What follows belongs to an exercise in optimizing a design on an open flow for small area and few clock cycles per item; a production flow would make more cautious choices. Only simulation tests tie the RTL to the original design; equivalence was not proved.

<file path="flow/flow/run.sh">
#!/bin/bash
# Own flow: the standard layout with two changes:
#  - synthesis: the abc technology-mapping step uses flow/abc_area_nf.script
#    instead of ORFS's speed script (front end, flip-flop mapping, flatten and
#    rename are the standard ones);
#  - placement: every port still gets a buffer, but buffer_ports uses the
#    1x buffer (sky130_fd_sc_hd__buf_1) rather than the cell it picks itself;
#  - clock tree: larger sink clusters and no dummy balancing loads.
set -euo pipefail
W=$PWD
cat flow/abc_override.tcl synth_recipe.tcl > my_synth.tcl
sed "s#$W/synth_recipe.tcl#$W/my_synth.tcl#g" standard.sh > my_standard.sh
grep -q my_synth.tcl my_standard.sh
export MY_ABC_SCRIPT=$W/flow/abc_area_nf.script
export BUFFER_PORTS_ARGS="-buffer_cell sky130_fd_sc_hd__buf_1"
export CTS_ARGS="-sink_clustering_enable -repair_clock_nets -dont_use_dummy_load -sink_clustering_size 50 -sink_clustering_max_diameter 150 -buf_list {sky130_fd_sc_hd__clkbuf_4 sky130_fd_sc_hd__clkbuf_8}"
bash my_standard.sh synth > synth.log 2>&1
bash my_standard.sh finish > layout.log 2>&1
</file>
<file path="flow/flow/abc_area_nf.script">
strash
&get -n
&dch -f
&nf -p -R 20
&put
</file>
<file path="flow/flow/abc_override.tcl">
# Prepended to synth_recipe.tcl: every liberty-mapping abc call uses an
# area-oriented mapping script (structural choices, then &nf area recovery)
# in place of ORFS's speed script. Registers are untouched (no -dff).
proc abc {args} {
  set i [lsearch -exact $args -script]
  if {$i >= 0} {
    set args [lreplace $args $i [expr {$i + 1}] -script $::env(MY_ABC_SCRIPT)]
  }
  yosys abc {*}$args
}
</file>
<file path="flow/standard.sh">
#!/bin/bash
# synth_recipe.tcl (not shown) runs the flow's synth.tcl, then flattens the netlist and writes it again
# the make line also repeats each setting of config.mk as NAME=value (left out here)
make -C /OpenROAD-flow-scripts/flow DESIGN_CONFIG=/design/flow/config.mk WORK_HOME=/design/flow/orfs CLKGATE_MAP_FILE= SYNTH_SCRIPT=/design/flow/synth_recipe.tcl "${@:-finish}"
</file>
<file path="flow/config.mk">
export PLATFORM = sky130hd
export DESIGN_NAME = aes128_key_expansion
export DESIGN_NICKNAME = aes128_key_expansion
export VERILOG_FILES = /design/flow/design.v
export SDC_FILE = /design/flow/constraint.sdc
export NUM_CORES = 4
export LEC_CHECK = 0
export CAP_MARGIN = 20
export CORE_MARGIN = 2
export CORE_UTILIZATION = 40
export CTS_BUF_LIST = sky130_fd_sc_hd__clkbuf_4 sky130_fd_sc_hd__clkbuf_8
export SLEW_MARGIN = 20
</file>
<file path="flow/constraint.sdc">
create_clock -name core_clock -period 5.3 [get_ports {clock}]
set_input_delay 1.0600 -clock core_clock [delete_from_list [all_inputs] [get_ports {clock}]]
set_output_delay 1.0600 -clock core_clock [all_outputs]
set_load 0.01 [all_outputs]
</file>
<file path="flow/design.v">
`timescale 1ns / 1ps
`default_nettype none
package aesk_pkg;
   localparam int unsigned KEY_WIDTH   = 128;
   localparam int unsigned ROUND_WIDTH = 4;
   localparam int unsigned RSP_WIDTH   = 136;
   localparam int unsigned RSP_PAD     = RSP_WIDTH - ROUND_WIDTH - KEY_WIDTH;
   localparam logic [ROUND_WIDTH-1:0] LAST_ROUND = 4'd10;
endpackage
`default_nettype wire
`timescale 1ns / 1ps
`default_nettype none
module aesk_sbox (
   input  wire logic [7:0] data_in,
   output logic      [7:0] data_out
);
   logic U0, U1, U2, U3, U4, U5, U6, U7;
   logic T1, T2, T3, T4, T5, T6, T7, T8, T9, T10;
   logic T11, T12, T13, T14, T15, T16, T17, T18, T19, T20;
   logic T21, T22, T23, T24, T25, T26, T27, M1, M2, M3;
   logic M4, M5, M6, M7, M8, M9, M10, M11, M12, M13;
   logic M14, M15, M16, M17, M18, M19, M20, M21, M22, M23;
   logic M24, M25, M26, M27, M28, M29, M30, M31, M32, M33;
   logic M34, M35, M36, M37, M38, M39, M40, M41, M42, M43;
   logic M44, M45, M46, M47, M48, M49, M50, M51, M52, M53;
   logic M54, M55, M56, M57, M58, M59, M60, M61, M62, M63;
   logic L0, L1, L2, L3, L4, L5, L6, L7, L8, L9;
   logic L10, L11, L12, L13, L14, L15, L16, L17, L18, L19;
   logic L20, L21, L22, L23, L24, L25, L26, L27, L28, L29;
   logic S0, S1, S2, S3, S4, S5, S6, S7;
   assign {U0, U1, U2, U3, U4, U5, U6, U7} = data_in;
   assign T1 = U0 ^ U3;
   assign T2 = U0 ^ U5;
   assign T3 = U0 ^ U6;
   assign T4 = U3 ^ U5;
   assign T5 = U4 ^ U6;
   assign T6 = T1 ^ T5;
   assign T7 = U1 ^ U2;
   assign T8 = U7 ^ T6;
   assign T9 = U7 ^ T7;
   assign T10 = T6 ^ T7;
   assign T11 = U1 ^ U5;
   assign T12 = U2 ^ U5;
   assign T13 = T3 ^ T4;
   assign T14 = T6 ^ T11;
   assign T15 = T5 ^ T11;
   assign T16 = T5 ^ T12;
   assign T17 = T9 ^ T16;
   assign T18 = U3 ^ U7;
   assign T19 = T7 ^ T18;
   assign T20 = T1 ^ T19;
   assign T21 = U6 ^ U7;
   assign T22 = T7 ^ T21;
   assign T23 = T2 ^ T22;
   assign T24 = T2 ^ T10;
   assign T25 = T20 ^ T17;
   assign T26 = T3 ^ T16;
   assign T27 = T1 ^ T12;
   assign M1 = T13 & T6;
   assign M2 = T23 & T8;
   assign M3 = T14 ^ M1;
   assign M4 = T19 & U7;
   assign M5 = M4 ^ M1;
   assign M6 = T3 & T16;
   assign M7 = T22 & T9;
   assign M8 = T26 ^ M6;
   assign M9 = T20 & T17;
   assign M10 = M9 ^ M6;
   assign M11 = T1 & T15;
   assign M12 = T4 & T27;
   assign M13 = M12 ^ M11;
   assign M14 = T2 & T10;
   assign M15 = M14 ^ M11;
   assign M16 = M3 ^ M2;
   assign M17 = M5 ^ T24;
   assign M18 = M8 ^ M7;
   assign M19 = M10 ^ M15;
   assign M20 = M16 ^ M13;
   assign M21 = M17 ^ M15;
   assign M22 = M18 ^ M13;
   assign M23 = M19 ^ T25;
   assign M24 = M22 ^ M23;
   assign M25 = M22 & M20;
   assign M26 = M21 ^ M25;
   assign M27 = M20 ^ M21;
   assign M28 = M23 ^ M25;
   assign M29 = M28 & M27;
   assign M30 = M26 & M24;
   assign M31 = M20 & M23;
   assign M32 = M27 & M31;
   assign M33 = M27 ^ M25;
   assign M34 = M21 & M22;
   assign M35 = M24 & M34;
   assign M36 = M24 ^ M25;
   assign M37 = M21 ^ M29;
   assign M38 = M32 ^ M33;
   assign M39 = M23 ^ M30;
   assign M40 = M35 ^ M36;
   assign M41 = M38 ^ M40;
   assign M42 = M37 ^ M39;
   assign M43 = M37 ^ M38;
   assign M44 = M39 ^ M40;
   assign M45 = M42 ^ M41;
   assign M46 = M44 & T6;
   assign M47 = M40 & T8;
   assign M48 = M39 & U7;
   assign M49 = M43 & T16;
   assign M50 = M38 & T9;
   assign M51 = M37 & T17;
   assign M52 = M42 & T15;
   assign M53 = M45 & T27;
   assign M54 = M41 & T10;
   assign M55 = M44 & T13;
   assign M56 = M40 & T23;
   assign M57 = M39 & T19;
   assign M58 = M43 & T3;
   assign M59 = M38 & T22;
   assign M60 = M37 & T20;
   assign M61 = M42 & T1;
   assign M62 = M45 & T4;
   assign M63 = M41 & T2;
   assign L0 = M61 ^ M62;
   assign L1 = M50 ^ M56;
   assign L2 = M46 ^ M48;
   assign L3 = M47 ^ M55;
   assign L4 = M54 ^ M58;
   assign L5 = M49 ^ M61;
   assign L6 = M62 ^ L5;
   assign L7 = M46 ^ L3;
   assign L8 = M51 ^ M59;
   assign L9 = M52 ^ M53;
   assign L10 = M53 ^ L4;
   assign L11 = M60 ^ L2;
   assign L12 = M48 ^ M51;
   assign L13 = M50 ^ L0;
   assign L14 = M52 ^ M61;
   assign L15 = M55 ^ L1;
   assign L16 = M56 ^ L0;
   assign L17 = M57 ^ L1;
   assign L18 = M58 ^ L8;
   assign L19 = M63 ^ L4;
   assign L20 = L0 ^ L1;
   assign L21 = L1 ^ L7;
   assign L22 = L3 ^ L12;
   assign L23 = L18 ^ L2;
   assign L24 = L15 ^ L9;
   assign L25 = L6 ^ L10;
   assign L26 = L7 ^ L9;
   assign L27 = L8 ^ L10;
   assign L28 = L11 ^ L14;
   assign L29 = L11 ^ L17;
   assign S0 = L6 ^ L24;
   assign S1 = ~(L16 ^ L26);
   assign S2 = ~(L19 ^ L28);
   assign S3 = L6 ^ L21;
   assign S4 = L20 ^ L22;
   assign S5 = L25 ^ L29;
   assign S6 = ~(L13 ^ L27);
   assign S7 = ~(L6 ^ L23);
   assign data_out = {S0, S1, S2, S3, S4, S5, S6, S7};
endmodule
`default_nettype wire
`timescale 1ns / 1ps
`default_nettype none
import aesk_pkg::*;
module aesk_ctrl (
   input  wire logic                              clock,
   input  wire logic                              reset,
   input  wire logic                              req_tvalid,
   output logic                                   req_tready,
   input  wire logic                              rsp_tready,
   output logic                                   rsp_tvalid,
   output logic                                   rsp_last,
   output logic [aesk_pkg::ROUND_WIDTH-1:0]       round,
   output logic                                   load_key,
   output logic                                   advance
);
   logic                   valid_ff;
   logic [ROUND_WIDTH-1:0] round_ff;
   logic                   last_taken;
   assign rsp_last   = round_ff[3] & round_ff[1];
   assign last_taken = rsp_tready & rsp_last;
   assign req_tready = !valid_ff || last_taken;
   assign load_key   = req_tvalid && req_tready;
   assign advance    = valid_ff && rsp_tready && !rsp_last;
   always_ff @(posedge clock) begin
      if (reset) begin
         valid_ff <= 1'b0;
      end else if (load_key) begin
         valid_ff <= 1'b1;
      end else if (last_taken) begin
         valid_ff <= 1'b0;
      end
   end
   always_ff @(posedge clock) begin
      if (load_key) begin
         round_ff <= '0;
      end else if (advance) begin
         round_ff <= round_ff + 4'd1;
      end
   end
   assign rsp_tvalid = valid_ff;
   assign round      = round_ff;
endmodule
`default_nettype wire
`timescale 1ns / 1ps
`default_nettype none
import aesk_pkg::*;
module aesk_datapath (
   input  wire logic                              clock,
   input  wire logic                              load_key,
   input  wire logic                              advance,
   input  wire logic [aesk_pkg::ROUND_WIDTH-1:0]  round,
   input  wire logic [aesk_pkg::KEY_WIDTH-1:0]    key_in,
   output logic      [aesk_pkg::KEY_WIDTH-1:0]    key_out
);
   logic [KEY_WIDTH-1:0] work_ff;
   logic [31:0]          sub_word;
   logic [7:0]           round_const;
   logic [31:0]          temp_word;
   logic [31:0]          w0_next;
   logic [31:0]          w1_next;
   logic [31:0]          w2_next;
   logic [31:0]          w3_next;
   aesk_sbox u_sbox3 (.data_in(work_ff[23:16]), .data_out(sub_word[31:24]));
   aesk_sbox u_sbox2 (.data_in(work_ff[15:8]),  .data_out(sub_word[23:16]));
   aesk_sbox u_sbox1 (.data_in(work_ff[7:0]),   .data_out(sub_word[15:8]));
   aesk_sbox u_sbox0 (.data_in(work_ff[31:24]), .data_out(sub_word[7:0]));
   logic [7:0] low_hot;
   logic       r8;
   logic       r9;
   assign low_hot = {7'd0, !round[3]} << round[2:0];
   assign r8      = round[3] & !round[0];
   assign r9      = round[3] & round[0];
   assign round_const = {low_hot[7], low_hot[6], low_hot[5] | r9, low_hot[4] | round[3],
                         low_hot[3] | r8, low_hot[2] | r9, low_hot[1] | round[3],
                         low_hot[0] | r8};
   assign temp_word = sub_word ^ {round_const, 24'h000000};
   assign w0_next   = work_ff[127:96] ^ temp_word;
   assign w1_next   = work_ff[95:64] ^ w0_next;
   assign w2_next   = work_ff[63:32] ^ w1_next;
   assign w3_next   = work_ff[31:0] ^ w2_next;
   logic hold;
   assign hold = !(load_key || advance);
   always_ff @(posedge clock) begin
      work_ff <= ({KEY_WIDTH{load_key}} & key_in)
               | ({KEY_WIDTH{advance}} & {w0_next, w1_next, w2_next, w3_next})
               | ({KEY_WIDTH{hold}} & work_ff);
   end
   assign key_out = work_ff;
endmodule
`default_nettype wire
`timescale 1ns / 1ps
`default_nettype none
import aesk_pkg::*;
module aes128_key_expansion (
   input  wire logic         clock,
   input  wire logic         reset,
   input  wire logic         req_tvalid,
   output logic              req_tready,
   input  wire logic [127:0] req_tdata,
   output logic              rsp_tvalid,
   input  wire logic         rsp_tready,
   output logic [135:0]      rsp_tdata,
   output logic              rsp_tlast
);
   logic [ROUND_WIDTH-1:0] rsp_round;
   logic [KEY_WIDTH-1:0]   rsp_key;
   logic                   load_key;
   logic                   advance;
   aesk_ctrl u_ctrl (
      .clock      (clock),
      .reset      (reset),
      .req_tvalid (req_tvalid),
      .req_tready (req_tready),
      .rsp_tready (rsp_tready),
      .rsp_tvalid (rsp_tvalid),
      .rsp_last   (rsp_tlast),
      .round      (rsp_round),
      .load_key   (load_key),
      .advance    (advance)
   );
   aesk_datapath u_datapath (
      .clock    (clock),
      .load_key (load_key),
      .advance  (advance),
      .round    (rsp_round),
      .key_in   ({req_tdata[63:0], req_tdata[127:64]}),
      .key_out  (rsp_key)
   );
   assign rsp_tdata = {{RSP_PAD{1'b0}}, rsp_key[63:0], rsp_key[127:64], rsp_round};
endmodule
`default_nettype wire
</file>
==> metrics.md, run 1 <==
| Metric | Value |
|---|---|
| Vias in the first global route | ~8600 |
| Setup violators final | 0 |
| Startpoint types | register |
| Final Slew Violations | 0 |
| Initial core utilization | 40.9% |
| DP HPWL | approximately 23000 um |
| EDFF count, synth | 0 |
| Grt ovf | 0 |
| TritonRoute pass-1 iters | 5 |
| Pin count of the biggest net entering global routing | 114 |
| Ys async rst share | 0% |
| CTS Hold Buffers Added | 0 |
| Starting DRT DRC Count | 580 |
| Synth Warn # | 2 |
| Final Cycle Share | between 90% and 100% |
| Final Wtd Congestion | a little over 0.9 |
| Largest area contributor in the netlist | dfxtp_1 |
| CTS tree | yes |
| Worst setup EP type | register |
| Total negative slack | 0 ps |
| Measured slew at the worst slew-check pin | 855 ps |
| Post-route cell area | 11900 sq um |
| Fmax | just over 200 MHz |
| Antenna violations before repair | 4 |
| Clk Latency, worst-skew pair | between 400 and 500 ps |
| Seq cells post-synth | about 130 |
| Die area | 25300 sq um |
| Hold WC Path Type | register to register |
| Synthesized cell area | 9620 sq um |
| Max cap viols | 0 |
| Routed Antenna Nets | 0 |
| Area Growth Syn to Fin | 24.1% |
| # DRC | 0 |
| Required time of the worst setup path | between 5000 and 6000 ps |
| Ports | about 270 |
| Hold Fails Final Rpt | 0 |
| PortBufs | between 200 and 300 |
| Clk slew on worst S/H paths | approximately 90 ps |
| WHS | between 400 and 500 ps |
| Layout cells sized above 1 | 7.89% |
| Synth cell count leaders | xnor2_1 (298), nand2_1 (169), dfxtp_1 (133) |
| Number of clock sinks | 133 |
| Die Wd | around 160 um |
| Drt wl/cell | roughly 17 um |
| Wire length of the first global-routing pass | between 40000 and 50000 um |
| Worst clock skew | 31.9 ps |
| Row count | 56 |
| Final Net Count | 1588 |
| Count leader, synth | xnor2_1 |
| Distinct cells, synth | 30 |
| Total track usage | 22.6% |
| CP max FO | 6 |
| Synthesized instance count | approximately 1100 |
| Core outline area | around 24000 sq um |
| Routed WL | approximately 30000 um |
| Outcome | timing/DRC/antenna clean |
| Clock root cell | clkbuf_8 |
| Routed vias/inst | approximately 5.0 |
| Top-area cell type share of the netlist area | roughly 28% |
| Sequential cell area fraction in the yosys report | between 20% and 30% |
| Placed cell area | about 11000 sq um |
| Most used DFF post-synth | dfxtp_1 |
| Critical path class | register to register |
| H-tree depth | 4 |
| Max-slew headroom | between 40% and 50% |
| Hold Path Depth | 2 |
| Filler Cell Count | 2391 |
| Synth area leaders | dfxtp_1 (28%), xnor2_1 (27%), xor2_1 (11%) |
| CTS max path bufs | 2 |
| Data arrival, critical path | approximately 5200 ps |
| Final Critical Period | around 5000 ps |
| Per-instance average area after synthesis | 8.74 sq um |
| Reg2reg path depth | 20 |
| Num CTS Buffers | 17 |
| Die H | between 150 and 200 um |
| Vias | between 8000 and 9000 |
==> cells by family (layout without fill, tap and decap cells) <==
family                   after synthesis  in the layout  synth area share, %
XOR/XNOR                             441            441                 42.6
buffers and inverters                  5            346                0.351
flip-flops                           133            133                 27.7
adder cells (fa/ha/maj)                9              9                 1.17
other                                  1              6               0.0390
AO/OA/AOI/OAI                        240            240                 16.2
AND/OR/NAND/NOR                      272            272                 11.9
==> layer usage <==
layer	wire, um	vias up	GRT usage (%)
met3	1520	38	4.32
met4	624	4	7.64
met1	13900	4193	30.3
li1	-	4432	-
met5	21	-	0
met2	13400	232	36.4
==> sequential cells by signal, summed over array words and instances, names as in the netlist <==
signal / count
u_ctrl.valid_ff: 1
u_ctrl.round_ff: 4
u_datapath.work_ff: 128
==> repair_timing <==
item	in CTS	in global routing
resized for setup	0	29
endpoints found under the setup margin	0	37
setup buffers	0	5
==> layout make-up <==
cell class | count | area [sq um] | share of cell area [%]
multi-input combinational | 966 | 7160 | 59.9
clock buffer | 17 | 234 | 1.96
inverter | 1 | 3.75 | 0.0314
tap | 319 | 399 | 3.34
antenna | 2 | 5.00 | 0.0419
timing repair buffer | 328 | 1480 | 12.4
sequential | 133 | 2670 | 22.3
==> cells in the final DEF, fill, tap and decap left out, types with 3 or more instances in the layout <==
cell type,instances
a22oi_1,128
xnor2_1,281
xnor3_1,11
ha_1,9
xor2_1,120
a21oi_1,14
clkbuf_8,17
nor2_1,49
xnor2_2,17
nor2b_1,13
dfxtp_1,130
buf_1,266
nand2b_1,22
nor3_1,4
o21ai_0,83
xor3_1,4
nand2_1,167
o211ai_1,3
conb_1,4
buf_4,61
and2_0,6
dfxtp_2,3
xor2_2,6
==> final timing paths <==
path                                       start                              to  slack, ps
setup / recovery  u_datapath.work_ff[27]$_DFF_P_   u_datapath.work_ff[2]$_DFF_P_        350
hold / removal    u_datapath.work_ff[80]$_DFF_P_  u_datapath.work_ff[80]$_DFF_P_        480
setup reg to reg  u_datapath.work_ff[27]$_DFF_P_   u_datapath.work_ff[2]$_DFF_P_        350
hold reg to reg   u_datapath.work_ff[80]$_DFF_P_  u_datapath.work_ff[80]$_DFF_P_        480
==> critical path, stage by stage, from the launching register on <==
cell	delay, ps
dfxtp_1	460
xor2_2	230
xor2_1	250
xnor2_1	170
ha_1	260
xnor3_1	390
xnor2_2	260
o21ai_0	170
xnor2_1	260
buf_4	170
nor2_1	40
a21oi_1	160
nand2_1	140
xor2_1	310
xnor2_1	210
xnor3_1	270
xnor3_1	290
xor2_1	260
xor2_1	250
xnor2_1	140
o21ai_0	80
==> stage by stage <==
stage	instances	setup slack [ps]	utilization (%)
2_1_floorplan	1104	-696	-
3_3_place_gp	1742	229	48.8
3_5_place_dp	1742	63.2	48.8
4_1_cts	1759	19.7	49.8
5_1_grt	1764	-44.7	50.7
6_report	1766	354	50.7
Testbench counts, summed over its fixed seeds: cycles 5,640, items 512.
==> run 2, diff against run 1 <==
--- a/flow/flow/run.sh
+++ b/flow/flow/run.sh
@@ -14,5 +14,5 @@
 export MY_ABC_SCRIPT=$W/flow/abc_area_nf.script
 export BUFFER_PORTS_ARGS="-buffer_cell sky130_fd_sc_hd__buf_1"
-export CTS_ARGS="-sink_clustering_enable -repair_clock_nets -dont_use_dummy_load -sink_clustering_size 50 -sink_clustering_max_diameter 150 -buf_list {sky130_fd_sc_hd__clkbuf_4 sky130_fd_sc_hd__clkbuf_8}"
+export CTS_ARGS="-sink_clustering_enable -repair_clock_nets -dont_use_dummy_load -sink_clustering_size 30 -sink_clustering_max_diameter 80 -buf_list {sky130_fd_sc_hd__clkbuf_4 sky130_fd_sc_hd__clkbuf_8}"
 bash my_standard.sh synth > synth.log 2>&1
 bash my_standard.sh finish > layout.log 2>&1
==> run 2 against run 1 <==
Effect of this change:
- synthesized cell count unchanged
- area after synthesis unchanged
- clock skew unchanged
- critical path type unchanged
- critical path depth unchanged
- count of clock-buffer cells in the layout unchanged
- cell area unchanged
- hold slack unchanged
==> metrics.md, run 2 <==
| Metric | Value |
|---|---|
| Ys async rst share | 0% (unchanged) |
| Sequential cell area fraction in the yosys report | 27.7% (unchanged) |
| Per-instance average area after synthesis | 8.74 sq um (unchanged) |
| Vias | 8899 (unchanged) |
| Seq cells post-synth | 133 (unchanged) |
| Starting DRT DRC Count | 580 (unchanged) |
| Data arrival, critical path | 5230 ps (about the same) |
| Wire length of the first global-routing pass | 45700 um (unchanged) |
| Synthesized instance count | 1101 (unchanged) |
| Most common cell after layout, fill and taps aside | xnor2_1 |
| Die H | 159 um (unchanged) |
| Die Wd | 159 um (unchanged) |
| Worst clock skew | 31.9 ps (unchanged) |
| Reg2Reg Capture Point | u_datapath.work_ff[2]$_DFF_P_ |
| Measured slew at the worst slew-check pin | 855 ps (unchanged) |
| Total length of routed met3 wires | 1520 um (unchanged) |
| Critical path class | register to register |
| Clk slew on worst S/H paths | 90 ps (about the same) |
| Setup violators final | 0 (unchanged) |
| Required time of the worst setup path | 5590 ps (about the same) |
| Drt wl/cell | 16.7 um (unchanged) |
| Max cap viols | 0 (unchanged) |
| Final worst slack | 354 ps (unchanged) |
| Met1 layer wirelength in the final routing | 13900 um (unchanged) |
| CTS Hold Buffers Added | 0 (unchanged) |
| CTS max path bufs | 2 (unchanged) |
| Num CTS Buffers | 17 (unchanged) |
| Layout cells sized above 1 | 7.89% (unchanged) |
| Fmax | 202 MHz (unchanged) |
| Routed WL | 29500 um (unchanged) |
| Worst hold path startpoint | u_datapath.work_ff[80]$_DFF_P_ |
| Reg2reg path depth | 20 (unchanged) |
| Number of clock sinks | 133 (unchanged) |
| Worst Hold End | u_datapath.work_ff[80]$_DFF_P_ |
| Largest Register | u_datapath.work_ff |
| Multi-input gate area | 7160 sq um (unchanged) |
| Final Cycle Share | 93.3% (unchanged) |
| WHS | 478 ps (unchanged) |
| Pin count of the biggest net entering global routing | 114 (unchanged) |
| Final Net Count | 1588 (unchanged) |
| Top flop regs | u_datapath.work_ff x128, u_ctrl.round_ff x4, u_ctrl.valid_ff x1 |
| Largest area contributor in the netlist | dfxtp_1 |
| Initial core utilization | 40.9% (unchanged) |
| Synthesized cell area | 9620 sq um (unchanged) |
| Max-slew headroom | 43.0% (unchanged) |
| Max reg flops | 128 (unchanged) |
| Hold WC Path Type | register to register |
| Routed vias/inst | 5.04 (unchanged) |
| Row count | 56 (unchanged) |
| TritonRoute pass-1 iters | 5 (unchanged) |
| H-tree depth | 4 (unchanged) |
| Final Critical Period | 4950 ps (unchanged) |
| PortBufs | 266 (unchanged) |
| Distinct cells, synth | 30 (unchanged) |
| Hold Path Depth | 2 (unchanged) |
| Grt ovf | 0 (unchanged) |
| Worst setup EP type | register |
| CTS tree | yes |
| DP HPWL | 22600 um (unchanged) |
| Ports | 271 (unchanged) |
| Filler Cell Count | 2391 (unchanged) |
| Area Growth Syn to Fin | 24.1% (unchanged) |
| Worst R2R Start | u_datapath.work_ff[27]$_DFF_P_ |
| Clock root cell | clkbuf_8 |
| Core outline area | 23500 sq um (unchanged) |
| Met2 wire length | 13400 um (unchanged) |
| Synth cell count leaders | xnor2_1 (298), nand2_1 (169), dfxtp_1 (133) |
| Post-place setup slack | 63.2 ps (unchanged) |
| Top-area cell type share of the netlist area | 27.7% (unchanged) |
| Most used DFF post-synth | dfxtp_1 |
| Commonest cells after routing, fill and taps aside | xnor2_1 (281), buf_1 (266), nand2_1 (167) |
| CP max FO | 6 (unchanged) |
| Total track usage | 22.6% (unchanged) |
| Clk Latency, worst-skew pair | 450 ps (about the same) |
| Vias in the first global route | 8570 (unchanged) |
| Synth Warn # | 2 (unchanged) |
| Post-route insts no fill | 1766 (unchanged) |
| Synth area leaders | dfxtp_1 (28%), xnor2_1 (27%), xor2_1 (11%) |
| Final Slew Violations | 0 (unchanged) |
| Total negative slack | 0 ps (unchanged) |
| Seq. cell area | 2670 sq um (unchanged) |
| # DRC | 0 (unchanged) |
| Die area | 25300 sq um (unchanged) |
| Core Util, Final | 50.7% (unchanged) |
| Placed Instances | 1742 (unchanged) |
| Final Wtd Congestion | 0.919 (unchanged) |
| Top layer in use | met5 |
| Hold Fails Final Rpt | 0 (unchanged) |
| Outcome | timing/DRC/antenna clean |
| Startpoint types | register |
| EDFF count, synth | 0 (unchanged) |
| Routed Antenna Nets | 0 (unchanged) |
| Antenna violations before repair | 4 (unchanged) |
| R2r setup slk | 350 ps (about the same) |
| Count leader, synth | xnor2_1 |
## run 2: worst max path at each step
| stage | startpoint | to | slack (ps) | cells past startpoint |
|---|---|---|---|---|
| 2_1_floorplan | rsp_tready | u_datapath.work_ff[0]$_DFF_P_ | -700 | 6 |
| 3_3_place_gp | u_datapath.work_ff[19]$_DFF_P_ | u_datapath.work_ff[26]$_DFF_P_ | 230 | 20 |
| 3_5_place_dp | u_datapath.work_ff[13]$_DFF_P_ | u_datapath.work_ff[16]$_DFF_P_ | 60 | 19 |
| 4_1_cts | u_datapath.work_ff[13]$_DFF_P_ | u_datapath.work_ff[16]$_DFF_P_ | 20 | 19 |
| 5_1_grt | u_datapath.work_ff[27]$_DFF_P_ | u_datapath.work_ff[2]$_DFF_P_ | -40 | 21 |
| 6_report | u_datapath.work_ff[27]$_DFF_P_ | u_datapath.work_ff[2]$_DFF_P_ | 350 | 20 |
## run 2: what timing repair did
action / 4_1_cts / 5_1_grt
endpoints found under the setup margin: 0 / 37
setup buffers: 0 / 5
gates resized for setup: 0 / 29
## run 2: cell type report
type	instances	area share, %
multi-input cells	966	59.9
flip-flops and latches	133	22.3
repair buffers	328	12.4
well taps	319	3.34
clock buffers	17	1.96
diodes	2	0.0419
inverters	1	0.0314
## run 2: logic make-up (layout without fill, tap and decap cells)
logic type                 count (synthesis)  in the layout  synth area share (%)
DFF                                      133            133                  27.7
and+or+nand+nor                          272            272                  11.9
other                                      1              6                0.0390
buffers and inverters                      5            346                 0.351
xor gates and xnor gates                 441            441                  42.6
adders and majority gates                  9              9                  1.17
AOI/OAI and AO/OA                        240            240                  16.2
## run 2: critical path, stage by stage, from the launching register on
cell and delay [ps]:
dfxtp_1 460, xor2_2 230, xor2_1 250, xnor2_1 170, ha_1 260, xnor3_1 390
xnor2_2 260, o21ai_0 170, xnor2_1 260, buf_4 170, nor2_1 40, a21oi_1 160
nand2_1 140, xor2_1 310, xnor2_1 210, xnor3_1 270, xnor3_1 290, xor2_1 260
xor2_1 250, xnor2_1 140, o21ai_0 80
## run 2: per-layer routing
| metal | vias up | GRT usage (%) |
|---|---|---|
| met4 | 4 | 7.64 |
| met3 | 38 | 4.32 |
| met1 | 4193 | 30.3 |
| met5 | - | 0 |
| met2 | 232 | 36.4 |
| li1 | 4432 | - |
## run 2: per-stage QoR
step | cell area (sq um)
after global routing | 11900
after detailed placement | 11500
final | 11900
after floorplan | 9660
after CTS | 11700
after global placement | 11500
==> run 3, diff against run 2 <==
--- a/flow/config.mk
+++ b/flow/config.mk
@@ -10,3 +10,4 @@
 export CORE_UTILIZATION = 40
 export CTS_BUF_LIST = sky130_fd_sc_hd__clkbuf_4 sky130_fd_sc_hd__clkbuf_8
+export GPL_TIMING_DRIVEN = 0
 export SLEW_MARGIN = 20
==> run 3 against run 2 <==
Effect of this change:
- sequential share of layout area shrank 0.44 points
- count of clock-buffer cells in the layout did not move
- first-iteration DRC count down 12%
- highest routed layer is now met4
==> metrics.md, run 3 <==
| Metric | Value |
|---|---|
| Filler Cell Count | 2297 (-3.9%) |
| EDFF count, synth | 0 (unchanged) |
| Final worst slack | 254 ps (-99.8 ps) |
| Layout cells sized above 1 | 10.7% (+2.8 points) |
| Final Critical Period | 5050 ps (+99.8 ps) |
| Number of clock sinks | 133 (unchanged) |
| CTS max path bufs | 2 (unchanged) |
| Slowest stage cell, crit path | xnor3_2 |
| Data arrival, critical path | 5360 ps (+130 ps) |
| Top flop regs | u_datapath.work_ff x128, u_ctrl.round_ff x4, u_ctrl.valid_ff x1 |
| Per-instance average area after synthesis | 8.74 sq um (unchanged) |
| Total track usage | 22.2% (-0.39 points) |
| Starting DRT DRC Count | 510 (-12%) |
| Wire length of the first global-routing pass | 45200 um (-1.1%) |
| Commonest cells after routing, fill and taps aside | buf_1 (266), xnor2_1 (258), nand2_1 (167) |
| Die Wd | 159 um (unchanged) |
| Synth cell count leaders | xnor2_1 (298), nand2_1 (169), dfxtp_1 (133) |
| Core Util, Final | 52.3% (+1.6 points) |
| CP max FO | 6 (unchanged) |
| Pin count of the biggest net entering global routing | 58 (-49%) |
| WHS | 477 ps (-0.587 ps) |
| Hold WC Path Type | register to register |
| Seq cells post-synth | 133 (unchanged) |
| Antenna violations before repair | 0 (-4) |
| Top-area cell type share of the netlist area | 27.7% (unchanged) |
| Die area | 25300 sq um (unchanged) |
| Required time of the worst setup path | 5620 ps (+30 ps) |
| Initial core utilization | 40.9% (unchanged) |
| Post-place setup slack | -807 ps (-870 ps) |
| Routed WL | 28900 um (-2.0%) |
| Largest area contributor in the netlist | dfxtp_1 |
| # DRC | 0 (unchanged) |
| Most used DFF post-synth | dfxtp_1 |
| Final Wtd Congestion | 0.852 (-7.3%) |
| Post-route cell area | 12300 sq um (+3.1%) |
| Multi-input gate area | 7610 sq um (+6.3%) |
| Die H | 159 um (unchanged) |
| Critical path class | register to register |
| Placed Instances | 1698 (-2.5%) |
| Area Growth Syn to Fin | 28.0% |
| Synth area leaders | dfxtp_1 (28%), xnor2_1 (27%), xor2_1 (11%) |
| Clock root cell | clkbuf_8 |
| Final Cycle Share | 95.2% (+1.9 points) |
| Startpoint types | register |
| Distinct cells, synth | 30 (unchanged) |
| Max cap viols | 0 (unchanged) |
| PortBufs | 266 (unchanged) |
| Fmax | 198 MHz (-2.0%) |
| Clk Latency, worst-skew pair | 460 ps (about the same) |
| Setup violators final | 0 (unchanged) |
| Ys async rst share | 0% (unchanged) |
| Hold Path Depth | 2 (unchanged) |
| Num CTS Buffers | 17 (unchanged) |
| Vias | 8766 (-1.5%) |
| Sequential cell area fraction in the yosys report | 27.7% (unchanged) |
| CP peak stage delay | 550 ps (+90 ps) |
| Synthesized instance count | 1101 (unchanged) |
| Seq. cell area | 2690 sq um (+1.0%) |
| Reg2reg path depth | 19 (-5.0%) |
| Core outline area | 23500 sq um (unchanged) |
| Synthesized cell area | 9620 sq um (unchanged) |
| Clk slew on worst S/H paths | 90 ps (about the same) |
| Max-slew headroom | 53.2% (+10 points) |
| Ports | 271 (unchanged) |
| Measured slew at the worst slew-check pin | 697 ps (-158 ps) |
| Grt ovf | 0 (unchanged) |
| CP dominant cell by count | xnor2_1 |
| Vias in the first global route | 8395 (-2.0%) |
| CTS Hold Buffers Added | 0 (unchanged) |
| CTS tree | yes |
| Row count | 56 (unchanged) |
| TritonRoute pass-1 iters | 6 (+1) |
| Final Net Count | 1559 (-1.8%) |
| Total negative slack | 0 ps (unchanged) |
| Largest Register | u_datapath.work_ff |
| Final Slew Violations | 0 (unchanged) |
| Count leader, synth | xnor2_1 |
| Worst setup EP type | register |
| Most common cell after layout, fill and taps aside | buf_1 |
| Synth Warn # | 2 (unchanged) |
| Max reg flops | 128 (unchanged) |
| DP HPWL | 21900 um (-3.1%) |
| Hold Fails Final Rpt | 0 (unchanged) |
| Outcome | timing/DRC/antenna clean |
| Drt wl/cell | 16.6 um (-0.24%) |
| Routed Antenna Nets | 0 (unchanged) |
| Post-route insts no fill | 1735 (-1.8%) |
| Placed cell area | 11300 sq um (-1.9%) |
| Routed vias/inst | 5.05 (+0.27%) |
| Diode count | 0 (-2) |
| Worst clock skew | 33.3 ps (+1.38 ps) |
| H-tree depth | 4 (unchanged) |
| CP cell instances | xnor3_2 > xnor2_1 > ha_1 > xnor2_1 > xnor2_1 > xnor2_2 > o21ai_0 > xor2_1 > buf_4 > xnor2_1 > xnor2_1 > nand2_1 > xor2_4 > xnor2_4 > xnor3_2 > xor2_4 > xor2_1 > xnor2_1 > o21ai_0 |
==> run 3: cell counts after synthesis <==
Identical to the previous run, type by type.
==> run 3: logic make-up after synthesis <==
family                   count (synthesis)  share of synthesized area, %
flip-flops                             133                          27.7
XOR/XNOR                               441                          42.6
AO/OA/AOI/OAI                          240                          16.2
adder cells (fa/ha/maj)                  9                          1.17
buffers and inverters                    5                         0.351
AND/OR/NAND/NOR                        272                          11.9
other                                    1                        0.0390
==> run 3: area by class of cell <==
class / count / area share [%]
plain buffers: 4 / 0.244
repair buffers: 295 / 10.9
flip-flops and latches: 133 / 21.9
clock buffers: 17 / 1.90
multi-input cells: 966 / 61.8
inverters: 1 / 0.0305
well taps: 319 / 3.24
==> run 3: timing repair <==
action                                  CTS  global route
endpoints found under the setup margin   63            67
setup buffers                             0            20
gates cloned                              0             0
gates resized for setup                  40            69
pin swaps                                 2            17
==> run 3: routing by layer <==
layer | up-vias | GRT usage, % | routed length, um
met5 | - | 0 | 0
met4 | 0 | 5.74 | 467
met3 | 27 | 3.70 | 1210
met2 | 236 | 36.5 | 13700
met1 | 4142 | 30.2 | 13400
li1 | 4361 | - | -
==> run 3: critical path: cells and delay by family, from the launching register on <==
kind	cells	cell delay (ps)
simple gates	1	180
flops	1	420
compound gates	2	260
fa+ha+maj	1	270
xor+xnor	14	3590
buf+inv	1	160
==> run 3: path summary, 6_finish.rpt <==
| kind | from | endpoint | slack, ps |
|---|---|---|---|
| hold reg to reg | u_datapath.work_ff[98]$_DFF_P_ | u_datapath.work_ff[98]$_DFF_P_ | 480 |
| hold / removal | u_datapath.work_ff[98]$_DFF_P_ | u_datapath.work_ff[98]$_DFF_P_ | 480 |
| setup reg to reg | u_datapath.work_ff[29]$_DFF_P_ | u_datapath.work_ff[2]$_DFF_P_ | 250 |
| setup / recovery | u_datapath.work_ff[29]$_DFF_P_ | u_datapath.work_ff[2]$_DFF_P_ | 250 |
==> run 4, diff against run 3 <==
--- a/flow/config.mk
+++ b/flow/config.mk
@@ -8,6 +8,5 @@
 export CAP_MARGIN = 20
 export CORE_MARGIN = 2
-export CORE_UTILIZATION = 40
+export CORE_UTILIZATION = 55
 export CTS_BUF_LIST = sky130_fd_sc_hd__clkbuf_4 sky130_fd_sc_hd__clkbuf_8
-export GPL_TIMING_DRIVEN = 0
 export SLEW_MARGIN = 20
==> run 4 against run 3 <==
Effect of this change:
- area after synthesis unchanged
- synthesized cell count is the same
- cell area is 3.6% lower
- cell count shrank 3.6%
- critical path depth unchanged
- die area shrank 27%
- hold slack better by 1.6 ps
- global-route usage rose by 7.9 points
- still clean on timing, DRC and antenna
- sequential share of layout area rose by 0.61 points
- non-clock buffer count grew 28
==> metrics.md, run 4 <==
| Metric | Value |
|---|---|
| Outcome | timing/DRC/antenna clean |
| Final Wtd Congestion | 0.913 (+7.1%) |
| Post-place setup slack | 29.5 ps (+836 ps) |
| Data arrival, critical path | 5250 ps (-110 ps) |
| Core Util, Final | 69.1% (+17 points) |
| Die Wd | 136 um (-14%) |
| Sequential cell area fraction in the yosys report | 27.7% (unchanged) |
| Setup violators final | 0 (unchanged) |
| Clk slew on worst S/H paths | 100 ps (about the same) |
| Most used DFF post-synth | dfxtp_1 |
| Reg2reg path depth | 19 (unchanged) |
| Seq cells post-synth | 133 (unchanged) |
| R2r setup slk | 350 ps (+100 ps) |
| Required time of the worst setup path | 5610 ps (about the same) |
| # DRC | 0 (unchanged) |
| Total track usage | 30.0% (+7.9 points) |
| Top flop regs | u_datapath.work_ff x128, u_ctrl.round_ff x4, u_ctrl.valid_ff x1 |
| Count leader, synth | xnor2_1 |
| CP max FO | 6 (unchanged) |
| Final worst slack | 352 ps (+98.2 ps) |
| Per-instance average area after synthesis | 8.74 sq um (unchanged) |
| Startpoint types | register |
| Total length of routed met3 wires | 2170 um (+79%) |
| Final Slew Violations | 0 (unchanged) |
| Distinct cells, synth | 30 (unchanged) |
| Top layer in use | met4 |
| Top-area cell type share of the netlist area | 27.7% (unchanged) |
| CTS tree | yes |
| Max cap viols | 0 (unchanged) |
| Vias | 8976 (+2.4%) |
| Synthesized instance count | 1101 (unchanged) |
| Met2 wire length | 13400 um (-2.6%) |
| Routed vias/inst | 5.37 (+6.3%) |
| Die H | 136 um (-14%) |
| Max-slew headroom | 41.7% (-12 points) |
| PortBufs | 266 (unchanged) |
| Largest area contributor in the netlist | dfxtp_1 |
| Fmax | 202 MHz (+2.0%) |
| Max reg flops | 128 (unchanged) |
| CTS max path bufs | 2 (unchanged) |
| Num CTS Buffers | 17 (unchanged) |
| Final Net Count | 1587 (+1.8%) |
| Worst setup EP type | register |
| Hold WC Path Type | register to register |
| TritonRoute pass-1 iters | 5 (-1) |
| Largest Register | u_datapath.work_ff |
| Antenna violations before repair | 0 (unchanged) |
| Layout cells sized above 1 | 8.38% (-2.4 points) |
| Final Cycle Share | 93.4% (-1.9 points) |
| Commonest cells after routing, fill and taps aside | xnor2_1 (280), buf_1 (266), nand2_1 (167) |
| Clock root cell | clkbuf_8 |
| Ys async rst share | 0% (unchanged) |
| Measured slew at the worst slew-check pin | 875 ps (+178 ps) |
| Ports | 271 (unchanged) |
| DP HPWL | 22100 um (+1.0%) |
| Most common cell after layout, fill and taps aside | xnor2_1 |
| Die area | 18600 sq um (-27%) |
| Starting DRT DRC Count | 707 (+39%) |
| Synth Warn # | 2 (unchanged) |
| Final Critical Period | 4950 ps (-98.2 ps) |
| Routed WL | 28800 um (-0.43%) |
| Worst R2R Start | u_datapath.work_ff[11]$_DFF_P_ |
| WHS | 479 ps (+1.56 ps) |
| Vias in the first global route | 8196 (-2.4%) |
| Critical path class | register to register |
| Wire length of the first global-routing pass | 43100 um (-4.6%) |
| Core outline area | 17200 sq um (-27%) |
| Hold Path Depth | 2 (unchanged) |
| Routed Antenna Nets | 0 (unchanged) |
| Drt wl/cell | 17.2 um (+3.3%) |
| Synthesized cell area | 9620 sq um (unchanged) |
| Worst Hold End | u_datapath.work_ff[59]$_DFF_P_ |
| Area Growth Syn to Fin | 23.3% |
| Number of clock sinks | 133 (unchanged) |
| Grt ovf | 0 (unchanged) |
| Row count | 48 (-14%) |
| Hold Fails Final Rpt | 0 (unchanged) |
| Met1 layer wirelength in the final routing | 12400 um (-7.6%) |
| H-tree depth | 4 (unchanged) |
| EDFF count, synth | 0 (unchanged) |
| Clk Latency, worst-skew pair | 460 ps (about the same) |
| Pin count of the biggest net entering global routing | 80 (+38%) |
| Worst hold path startpoint | u_datapath.work_ff[59]$_DFF_P_ |
| Initial core utilization | 56.0% (+15 points) |
| Worst clock skew | 35.8 ps (+2.52 ps) |
| Synth cell count leaders | xnor2_1 (298), nand2_1 (169), dfxtp_1 (133) |
| Synth area leaders | dfxtp_1 (28%), xnor2_1 (27%), xor2_1 (11%) |
| Reg2Reg Capture Point | u_datapath.work_ff[16]$_DFF_P_ |
run 4: cell counts after synthesis:
No cell type changed its count.
run 4: worst max-delay path by stage:
stage,startpoint,endpoint,cells past startpoint
floorplan,rsp_tready,u_datapath.work_ff[0]$_DFF_P_,6
global placement,u_datapath.work_ff[27]$_DFF_P_,u_datapath.work_ff[2]$_DFF_P_,18
detailed placement,u_datapath.work_ff[27]$_DFF_P_,u_datapath.work_ff[2]$_DFF_P_,18
CTS,u_datapath.work_ff[27]$_DFF_P_,u_datapath.work_ff[2]$_DFF_P_,18
global route,u_datapath.work_ff[28]$_DFF_P_,u_datapath.work_ff[2]$_DFF_P_,19
finish,u_datapath.work_ff[11]$_DFF_P_,u_datapath.work_ff[16]$_DFF_P_,19
run 4: final cells by class:
cell class,instances,area [sq um]
fillers,1557,5320
inverters,1,3.75
repair buffers,327,1460
flip-flops and latches,133,2670
well taps,225,282
multi-input cells,966,7210
clock buffers,17,234
diodes,3,7.51
run 4: critical path, stage by stage (launching register included):
cell and delay, ps:
dfxtp_1 460, xor2_2 290, xnor2_1 200, xnor2_1 180
ha_1 260, xnor3_1 370, xnor2_1 340, o21ai_0 250
xnor2_2 220, xnor2_1 300, xor2_1 200, nor2_1 90
xnor2_2 290, xnor2_2 210, xnor2_1 160, xnor2_1 250
xor2_1 260, xor2_1 240, xnor2_1 140, o21ai_0 80
run 4: cell families (layout without fill, tap and decap cells):
| group | after synthesis | in the layout | synth area share (%) |
|---|---|---|---|
| other | 1 | 7 | 0.0390 |
| buffers and inverters | 5 | 345 | 0.351 |
| adder cells (fa/ha/maj) | 9 | 9 | 1.17 |
| AO/OA/AOI/OAI | 240 | 240 | 16.2 |
| flip-flops | 133 | 133 | 27.7 |
| AND/OR/NAND/NOR | 272 | 272 | 11.9 |
| XOR/XNOR | 441 | 441 | 42.6 |
run 4: per-layer routing:
layer / GRT usage, % / vias to the layer above
met5: 0 / -
met2: 47.3 / 305
met3: 6.08 / 45
met1: 40.6 / 4212
met4: 11.1 / 0
li1: - / 4414
run 4: timing repair:
item                       CTS  global route
resized for setup            0            37
setup buffers                0             2
hold buffers                 0             0
setup endpoints to repair    0            50
run 4: metrics by stage:
stage / instances / cell area, sq um / TNS (ps)
5_1_grt: 1669 / 11900 / -115
3_5_place_dp: 1650 / 11400 / 0
4_1_cts: 1667 / 11600 / 0
6_report: 1672 / 11900 / 0
3_3_place_gp: 1650 / 11400 / 0
2_1_floorplan: 1104 / 9660 / -78660
==> run 5, diff against run 4 <==
==> flow/flow/abc_area_nf.script (replaced) <==
strash
&get -n
&dch -f
&nf -p -R 70
&put
--- a/flow/config.mk
+++ b/flow/config.mk
@@ -8,5 +8,5 @@
 export CAP_MARGIN = 20
 export CORE_MARGIN = 2
-export CORE_UTILIZATION = 55
+export CORE_UTILIZATION = 40
 export CTS_BUF_LIST = sky130_fd_sc_hd__clkbuf_4 sky130_fd_sc_hd__clkbuf_8
 export SLEW_MARGIN = 20
==> run 5 against run 4 <==
Effect of this change:
- largest cell class unchanged
- register-to-register slack lost 120 ps
- global-route usage down 6.9 points
- flip-flop and latch count did not move
- critical path type unchanged
- cell count increased by 6.9%
- still clean
- clock skew increased by 0.72 ps
- count of clock-buffer cells in the layout is the same
- first-iteration DRC count is 19% lower
==> metrics.md, run 5 <==
| Metric | Value |
|---|---|
| Post-route cell area | 12100 sq um (+2.1%) |
| Routed Antenna Nets | 0 (unchanged) |
| Seq. cell area | 2670 sq um (about the same) |
| H-tree depth | 4 (unchanged) |
| Grt ovf | 0 (unchanged) |
| Final Critical Period | 5070 ps (+120 ps) |
| Clk Latency, worst-skew pair | 450 ps (about the same) |
| Top flop regs | u_datapath.work_ff x128, u_ctrl.round_ff x4, u_ctrl.valid_ff x1 |
| Final Cycle Share | 95.6% (+2.3 points) |
| Routed vias/inst | 4.95 (-7.8%) |
| Simple-gate share of the synthesized area | 11.7% (-0.15 points) |
| Required time of the worst setup path | 5610 ps (about the same) |
| Synthesized instance count | 1100 (-0.091%) |
| Num CTS Buffers | 17 (unchanged) |
| Die H | 157 um (+15%) |
| Ys async rst share | 0% (unchanged) |
| WHS | 461 ps (-18.1 ps) |
| Placed Instances | 1759 (+6.6%) |
| Vias | 8849 (-1.4%) |
| Top-area cell type share of the netlist area | 28.5% (+0.86 points) |
| Total track usage | 23.1% (-6.9 points) |
| Core outline area | 23300 sq um (+35%) |
| Post-synthesis mux area share | 0.213% (+0.21 points) |
| Synth area leaders | xnor2_1 (29%), dfxtp_1 (28%), xor2_1 (13%) |
| Pin count of the biggest net entering global routing | 81 (+1.3%) |
| Multi-input gate area | 7140 sq um (-0.99%) |
| Worst clock skew | 36.6 ps (+0.718 ps) |
| Data arrival, critical path | 5370 ps (+120 ps) |
| Worst setup EP type | register |
| Layout cells sized above 1 | 11.2% (+2.9 points) |
| Measured slew at the worst slew-check pin | 897 ps (+22.0 ps) |
| CP max FO | 6 (unchanged) |
| EDFF count, synth | 0 (unchanged) |
| Setup violators final | 0 (unchanged) |
| Number of clock sinks | 133 (unchanged) |
| Outcome | timing/DRC/antenna clean |
| Final Wtd Congestion | 0.902 (-1.2%) |
| Area Growth Syn to Fin | 28.9% |
| Max cap viols | 0 (unchanged) |
| XOR/XNOR Fraction of Synth Area | 41.8% (-0.79 points) |
| CTS tree | yes |
| Distinct cells, synth | 24 (-20%) |
| Count leader, synth | xnor2_1 |
| Post-synthesis compound-gate area fraction | 16.1% (-0.099 points) |
| Die Wd | 157 um (+15%) |
| Routed WL | 29800 um (+3.7%) |
| Row count | 56 (+17%) |
| Antenna violations before repair | 0 (unchanged) |
| Sequential cell area fraction in the yosys report | 28.3% (+0.67 points) |
| Hold Fails Final Rpt | 0 (unchanged) |
| Final Net Count | 1612 (+1.6%) |
| Post-place setup slack | -224 ps (-253 ps) |
| Final worst slack | 232 ps (-120 ps) |
| Max reg flops | 128 (unchanged) |
| Seq cells post-synth | 133 (unchanged) |
| Final Slew Violations | 0 (unchanged) |
| Largest family of logic cells by synthesized area | XOR/XNOR gates |
| Max-slew headroom | 40.2% (-1.5 points) |
| DP HPWL | 22600 um (+2.1%) |
| TritonRoute pass-1 iters | 6 (+1) |
| Vias in the first global route | 8258 (+0.76%) |
| Most common cell after layout, fill and taps aside | xnor2_1 |
| Synth Area in Adders | 1.20% (+0.028 points) |
| Most used DFF post-synth | dfxtp_1 |
| Starting DRT DRC Count | 575 (-19%) |
| # DRC | 0 (unchanged) |
| Fmax | 197 MHz (-2.4%) |
| Clk slew on worst S/H paths | 70 ps (-30 ps) |
| CTS max path bufs | 2 (unchanged) |
| Placed cell area | 11400 sq um (-0.12%) |
| Largest Register | u_datapath.work_ff |
| Hold WC Path Type | register to register |
| Largest area contributor in the netlist | xnor2_1 |
| Synth cell count leaders | xnor2_1 (306), nand2_1 (166), xor2_1 (140) |
| Synth Warn # | 2 (unchanged) |
| Initial core utilization | 40.4% (-16 points) |
| Drt wl/cell | 16.7 um (-3.0%) |
| Critical path class | register to register |
| RSZ-0062 raised after global routing | true |
| Wire length of the first global-routing pass | 44500 um (+3.3%) |
| Die area | 24700 sq um (+33%) |
| Diode count | 0 (-3) |
| Per-instance average area after synthesis | 8.54 sq um (-2.3%) |
| Ports | 271 (unchanged) |
| Filler Cell Count | 2293 (+47%) |
| Startpoint types | register |
| Post-route insts no fill | 1788 (+6.9%) |
| PortBufs | 266 (unchanged) |
| Clock root cell | clkbuf_8 |
| Synthesized cell area | 9390 sq um (-2.4%) |
| Commonest cells after routing, fill and taps aside | xnor2_1 (277), buf_1 (266), nand2_1 (166) |
[run 5: cell types whose count changed after synthesis, sizes merged, moves of 3 or more]
| cell | change |
|---|---|
| xor3 | -3 |
| xnor2 | +8 |
| o21ai | +9 |
| a31oi | +3 |
| nor2b | -4 |
| nand2 | -3 |
| o211ai | -3 |
| xnor3 | -13 |
| a21oi | -5 |
| xor2 | +14 |
| clkinv | +3 |
| nand2b | +3 |
[run 5: kinds of logic (layout without fill, tap and decap cells)]
kind of cell               count (synthesis)  in the layout
xor gates and xnor gates                 447            447
and+or+nand+nor                          264            264
AOI/OAI and AO/OA                        236            236
DFF                                      133            133
adders and majority gates                  9              9
buffers and inverters                      8            374
muxes                                      2              2
other                                      1              4
[run 5: per-layer routing]
metal | share of wire, % | track usage (%) | up-vias | routed length (um)
met1 | 44 | 29.2 | 4101 | 13000
met2 | 49 | 40.3 | 298 | 14500
met4 | 1.3 | 4.24 | 0 | 392
met3 | 6.5 | 5.67 | 16 | 1920
met5 | 0 | 0 | - | 0
li1 | - | - | 4434 | -
[run 5: layout make-up]
class                      instances  share of cell area, %
timing repair buffer             353                   13.6
tap                              319                   3.30
multi-input combinational        962                   59.0
sequential                       133                   22.1
clock buffer                      17                   1.93
inverter                           4                  0.124
[run 5: repair_timing]
item | CTS | global route
setup endpoints to repair | 12 | 64
pin swaps | 1 | 16
setup buffers | 1 | 11
gates resized for setup | 7 | 60
hold buffers | 0 | 0
[run 5: worst max-delay path, cell delays in order (launching register included)]
cell	delay, ps
dfxtp_1	440
xor2_4	240
xnor2_4	200
xnor2_1	210
ha_1	290
xnor2_1	210
xnor2_1	140
xnor2_2	270
nor2b_1	280
o21ai_1	170
o21ai_2	170
xor2_1	290
xor2_1	120
or2_0	270
xnor2_1	370
xnor2_1	140
xnor2_1	380
xnor2_1	170
xnor2_1	320
xnor2_1	150
o21ai_0	80
[run 5: stage by stage]
step | utilization [%] | setup TNS [ps]
final | 52.1 | 0
after global routing | 52.1 | -451
after CTS | 50.1 | 0
after detailed placement | 48.8 | -824
after global placement | 48.8 | -242
after floorplan | - | 0
[run 5: final timing paths]
| path | startpoint | end | slack [ps] | depth (start not counted) |
|---|---|---|---|---|
| max reg2reg | u_datapath.work_ff[14]$_DFF_P_ | u_datapath.work_ff[22]$_DFF_P_ | 230 | 20 |
| min reg2reg | u_datapath.work_ff[109]$_DFF_P_ | u_datapath.work_ff[109]$_DFF_P_ | 460 | 2 |
| min | u_datapath.work_ff[109]$_DFF_P_ | u_datapath.work_ff[109]$_DFF_P_ | 460 | 2 |
| max | u_datapath.work_ff[14]$_DFF_P_ | u_datapath.work_ff[22]$_DFF_P_ | 230 | 20 |
==> run 6, diff against run 5 <==
==> flow/flow/abc_area_nf.script (replaced) <==
strash
&get -n
&dch -f
&nf -p -R 100
&put
==> run 6 against run 5 <==
Effect of this change:
- area after synthesis is the same
- global-route usage is the same
- register-to-register slack is essentially flat
- first-iteration DRC count is the same
- hold slack is the same
- count of clock-buffer cells in the layout is the same
- largest cell class unchanged
- highest routed layer unchanged
==> metrics.md, run 6 <==
| Metric | Value |
|---|---|
| Outcome | timing/DRC/antenna clean |
| Clk slew on worst S/H paths | 70 ps (about the same) |
| Synth Warn # | 2 (unchanged) |
| Num CTS Buffers | 17 (unchanged) |
| Count leader, synth | xnor2_1 |
| Max reg flops | 128 (unchanged) |
| Worst R2R Start | u_datapath.work_ff[14]$_DFF_P_ |
| Initial core utilization | 40.4% (unchanged) |
| CP max FO | 6 (unchanged) |
| EDFF count, synth | 0 (unchanged) |
| Clk Latency, worst-skew pair | 450 ps (about the same) |
| Top-area cell type share of the netlist area | 28.5% (unchanged) |
| Crit-path leading delay family | XOR/XNOR gates |
| Setup violators final | 0 (unchanged) |
| Placed Instances | 1759 (unchanged) |
| Top flop regs | u_datapath.work_ff x128, u_ctrl.round_ff x4, u_ctrl.valid_ff x1 |
| Final Critical Period | 5070 ps (unchanged) |
| H-tree depth | 4 (unchanged) |
| CP dominant cell by count | xnor2_1 |
| RSZ-0062 raised after global routing | true |
| Largest Register | u_datapath.work_ff |
| Worst Hold End | u_datapath.work_ff[109]$_DFF_P_ |
| Commonest cells after routing, fill and taps aside | xnor2_1 (277), buf_1 (266), nand2_1 (166) |
| Per-instance average area after synthesis | 8.54 sq um (unchanged) |
| Pin count of the biggest net entering global routing | 81 (unchanged) |
| Area Growth Syn to Fin | 28.9% (unchanged) |
| R2r setup slk | 230 ps (about the same) |
| Distinct cells, synth | 24 (unchanged) |
| Number of clock sinks | 133 (unchanged) |
| Starting DRT DRC Count | 575 (unchanged) |
| Sequential cell area fraction in the yosys report | 28.3% (unchanged) |
| Startpoint types | register |
| Vias | 8849 (unchanged) |
| CTS max path bufs | 2 (unchanged) |
| Layout cells sized above 1 | 11.2% (unchanged) |
| Seq. cell area | 2670 sq um (unchanged) |
| PortBufs | 266 (unchanged) |
| Reg2Reg Capture Point | u_datapath.work_ff[22]$_DFF_P_ |
| Die Wd | 157 um (unchanged) |
| Max-slew headroom | 40.2% (unchanged) |
| Row count | 56 (unchanged) |
| Most common cell after layout, fill and taps aside | xnor2_1 |
| Critical path class | register to register |
| Total track usage | 23.1% (unchanged) |
| Hold Fails Final Rpt | 0 (unchanged) |
| CTS Hold Buffers Added | 0 (unchanged) |
| Die H | 157 um (unchanged) |
| Final Net Count | 1612 (unchanged) |
| Clock root cell | clkbuf_8 |
| Routed vias/inst | 4.95 (unchanged) |
| Largest area contributor in the netlist | xnor2_1 |
| Final Slew Violations | 0 (unchanged) |
| Reg2reg path depth | 20 (unchanged) |
| Measured slew at the worst slew-check pin | 897 ps (unchanged) |
| Post-route insts no fill | 1788 (unchanged) |
| Ys async rst share | 0% (unchanged) |
| Synth cell count leaders | xnor2_1 (306), nand2_1 (166), xor2_1 (140) |
| Worst hold path startpoint | u_datapath.work_ff[109]$_DFF_P_ |
| Drt wl/cell | 16.7 um (unchanged) |
| CP peak stage delay | 440 ps (about the same) |
| # DRC | 0 (unchanged) |
| CTS tree | yes |
| Synthesized instance count | 1100 (unchanged) |
| Max cap viols | 0 (unchanged) |
| CP cell instances | xor2_4 > xnor2_4 > xnor2_1 > ha_1 > xnor2_1 > xnor2_1 > xnor2_2 > nor2b_1 > o21ai_1 > o21ai_2 > xor2_1 > xor2_1 > or2_0 > xnor2_1 > xnor2_1 > xnor2_1 > xnor2_1 > xnor2_1 > xnor2_1 > o21ai_0 |
| DP HPWL | 22600 um (unchanged) |
| Wire length of the first global-routing pass | 44500 um (unchanged) |
| Hold WC Path Type | register to register |
| Seq cells post-synth | 133 (unchanged) |
| Multi-input gate area | 7140 sq um (unchanged) |
| Grt ovf | 0 (unchanged) |
| Worst setup EP type | register |
| Most used DFF post-synth | dfxtp_1 |
| Diode count | 0 (unchanged) |
| TritonRoute pass-1 iters | 6 (unchanged) |
| Final Wtd Congestion | 0.902 (unchanged) |
| Ports | 271 (unchanged) |
| Routed WL | 29800 um (unchanged) |
| Die area | 24700 sq um (unchanged) |
| Worst clock skew | 36.6 ps (unchanged) |
| Antenna violations before repair | 0 (unchanged) |
| Core outline area | 23300 sq um (unchanged) |
| Synth area leaders | xnor2_1 (29%), dfxtp_1 (28%), xor2_1 (13%) |
| Data arrival, critical path | 5370 ps (about the same) |
| Hold Path Depth | 2 (unchanged) |
| Required time of the worst setup path | 5610 ps (about the same) |
| Fmax | 197 MHz (unchanged) |
| Final Cycle Share | 95.6% (unchanged) |
| Filler Cell Count | 2293 (unchanged) |
| Slowest stage cell, crit path | dfxtp_1 |
| Synthesized cell area | 9390 sq um (unchanged) |
| Buf/Inv on CP | 0 (unchanged) |
| Vias in the first global route | 8258 (unchanged) |
| Routed Antenna Nets | 0 (unchanged) |
-- run 6: cell counts in the layout (fill, tap and decap cells not counted) --
Identical to the previous run, type by type.
-- run 6: worst max-delay path by stage --
stage	start	endpoint	slack, ps	cells after the start
after floorplan	u_datapath.work_ff[14]$_DFF_P_	u_datapath.work_ff[18]$_DFF_P_	190	22
after global placement	u_datapath.work_ff[13]$_DFF_P_	u_datapath.work_ff[18]$_DFF_P_	-130	22
after detailed placement	u_datapath.work_ff[13]$_DFF_P_	u_datapath.work_ff[18]$_DFF_P_	-220	22
after CTS	u_datapath.work_ff[11]$_DFF_P_	u_datapath.work_ff[18]$_DFF_P_	40	22
after global routing	u_datapath.work_ff[14]$_DFF_P_	u_datapath.work_ff[18]$_DFF_P_	-100	23
final	u_datapath.work_ff[14]$_DFF_P_	u_datapath.work_ff[22]$_DFF_P_	230	20
-- run 6: stage by stage --
stage          setup WS [ps]  util (%)  hold slack, ps  TNS, ps  cell area [sq um]
3_5_place_dp            -224      48.8             456     -824              11400
5_1_grt                 -103      52.1             477     -451              12100
2_1_floorplan            191         -             485        0               9410
6_report                 232      52.1             461        0              12100
4_1_cts                 38.6      50.1             466        0              11600
3_3_place_gp            -131      48.8             450     -242              11400
-- run 6: area by class of cell --
cell class / count / share of cell area [%]
multi-input combinational: 962 / 59.0
sequential: 133 / 22.1
clock buffer: 17 / 1.93
inverter: 4 / 0.124
timing repair buffer: 353 / 13.6
tap: 319 / 3.30
-- run 6: per-layer routing --
layer | track usage, % | wire length, um
met1 | 29.2 | 13000
met2 | 40.3 | 14500
met3 | 5.67 | 1920
met4 | 4.24 | 392
met5 | 0 | 0
-- run 6: logic make-up (layout without fill, tap and decap cells) --
family	after synthesis	after routing	share of synthesized area, %
other cells	1	4	0.0399
simple gates	264	264	11.7
fa+ha+maj	9	9	1.20
flops	133	133	28.3
mux	2	2	0.213
compound gates	236	236	16.1
xor+xnor	447	447	41.8
buf+inv	8	374	0.480
-- run 6: repair_timing --
| item | CTS | global route |
|---|---|---|
| pin swaps | 1 | 16 |
| resized for setup | 7 | 60 |
| endpoints found under the setup margin | 12 | 64 |
| buffers inserted | 1 | 11 |
-- run 6: worst register-to-register path, cell delays in order, from the launching register on --
cell	delay [ps]
dfxtp_1	440
xor2_4	240
xnor2_4	200
xnor2_1	220
ha_1	290
xnor2_1	210
xnor2_1	140
xnor2_2	270
nor2b_1	280
o21ai_1	170
o21ai_2	170
xor2_1	290
xor2_1	120
or2_0	280
xnor2_1	370
xnor2_1	140
xnor2_1	380
xnor2_1	170
xnor2_1	320
xnor2_1	150
o21ai_0	80

==> static timing again, ports no longer ideal <==
The results above use ideal ports. As a check the final layouts listed here were re-extracted and re-timed, cells and wires unchanged.
Step 1 sets driving cells, clkbuf_16 on the clock port and buf_2 on the other inputs (assumed; they add their load-dependent delay and slew).
Step 2 moves the port delays by t, midway between the first and last clock arrival at a register: inputs arrive t later, outputs are due t later. That takes back most of the time a late clock gives input paths.
Slacks: ideal / step 1 / step 2; pairs: ideal / step 1.
| run | t, ns | setup slack, ns | hold WS [ns] | latest minus earliest clock arrival (ns) |
|---|---|---|---|---|
| run 1 | 0.477 | 0.354 / 0.354 / 0.354 | 0.478 / 0.478 / 0.478 | 0.032 / 0.033 |
| run 2 | 0.477 | 0.354 / 0.354 / 0.354 | 0.478 / 0.478 / 0.478 | 0.032 / 0.033 |
| run 3 | 0.484 | 0.254 / 0.254 / 0.254 | 0.477 / 0.477 / 0.477 | 0.034 / 0.034 |
| run 4 | 0.488 | 0.352 / 0.352 / 0.352 | 0.479 / 0.479 / 0.479 | 0.036 / 0.036 |
| run 5 | 0.476 | 0.232 / 0.232 / 0.232 | 0.461 / 0.461 / 0.461 | 0.037 / 0.037 |
| run 6 | 0.476 | 0.232 / 0.232 / 0.232 | 0.461 / 0.461 / 0.461 | 0.037 / 0.037 |
After both steps setup and hold are still met in every run listed.
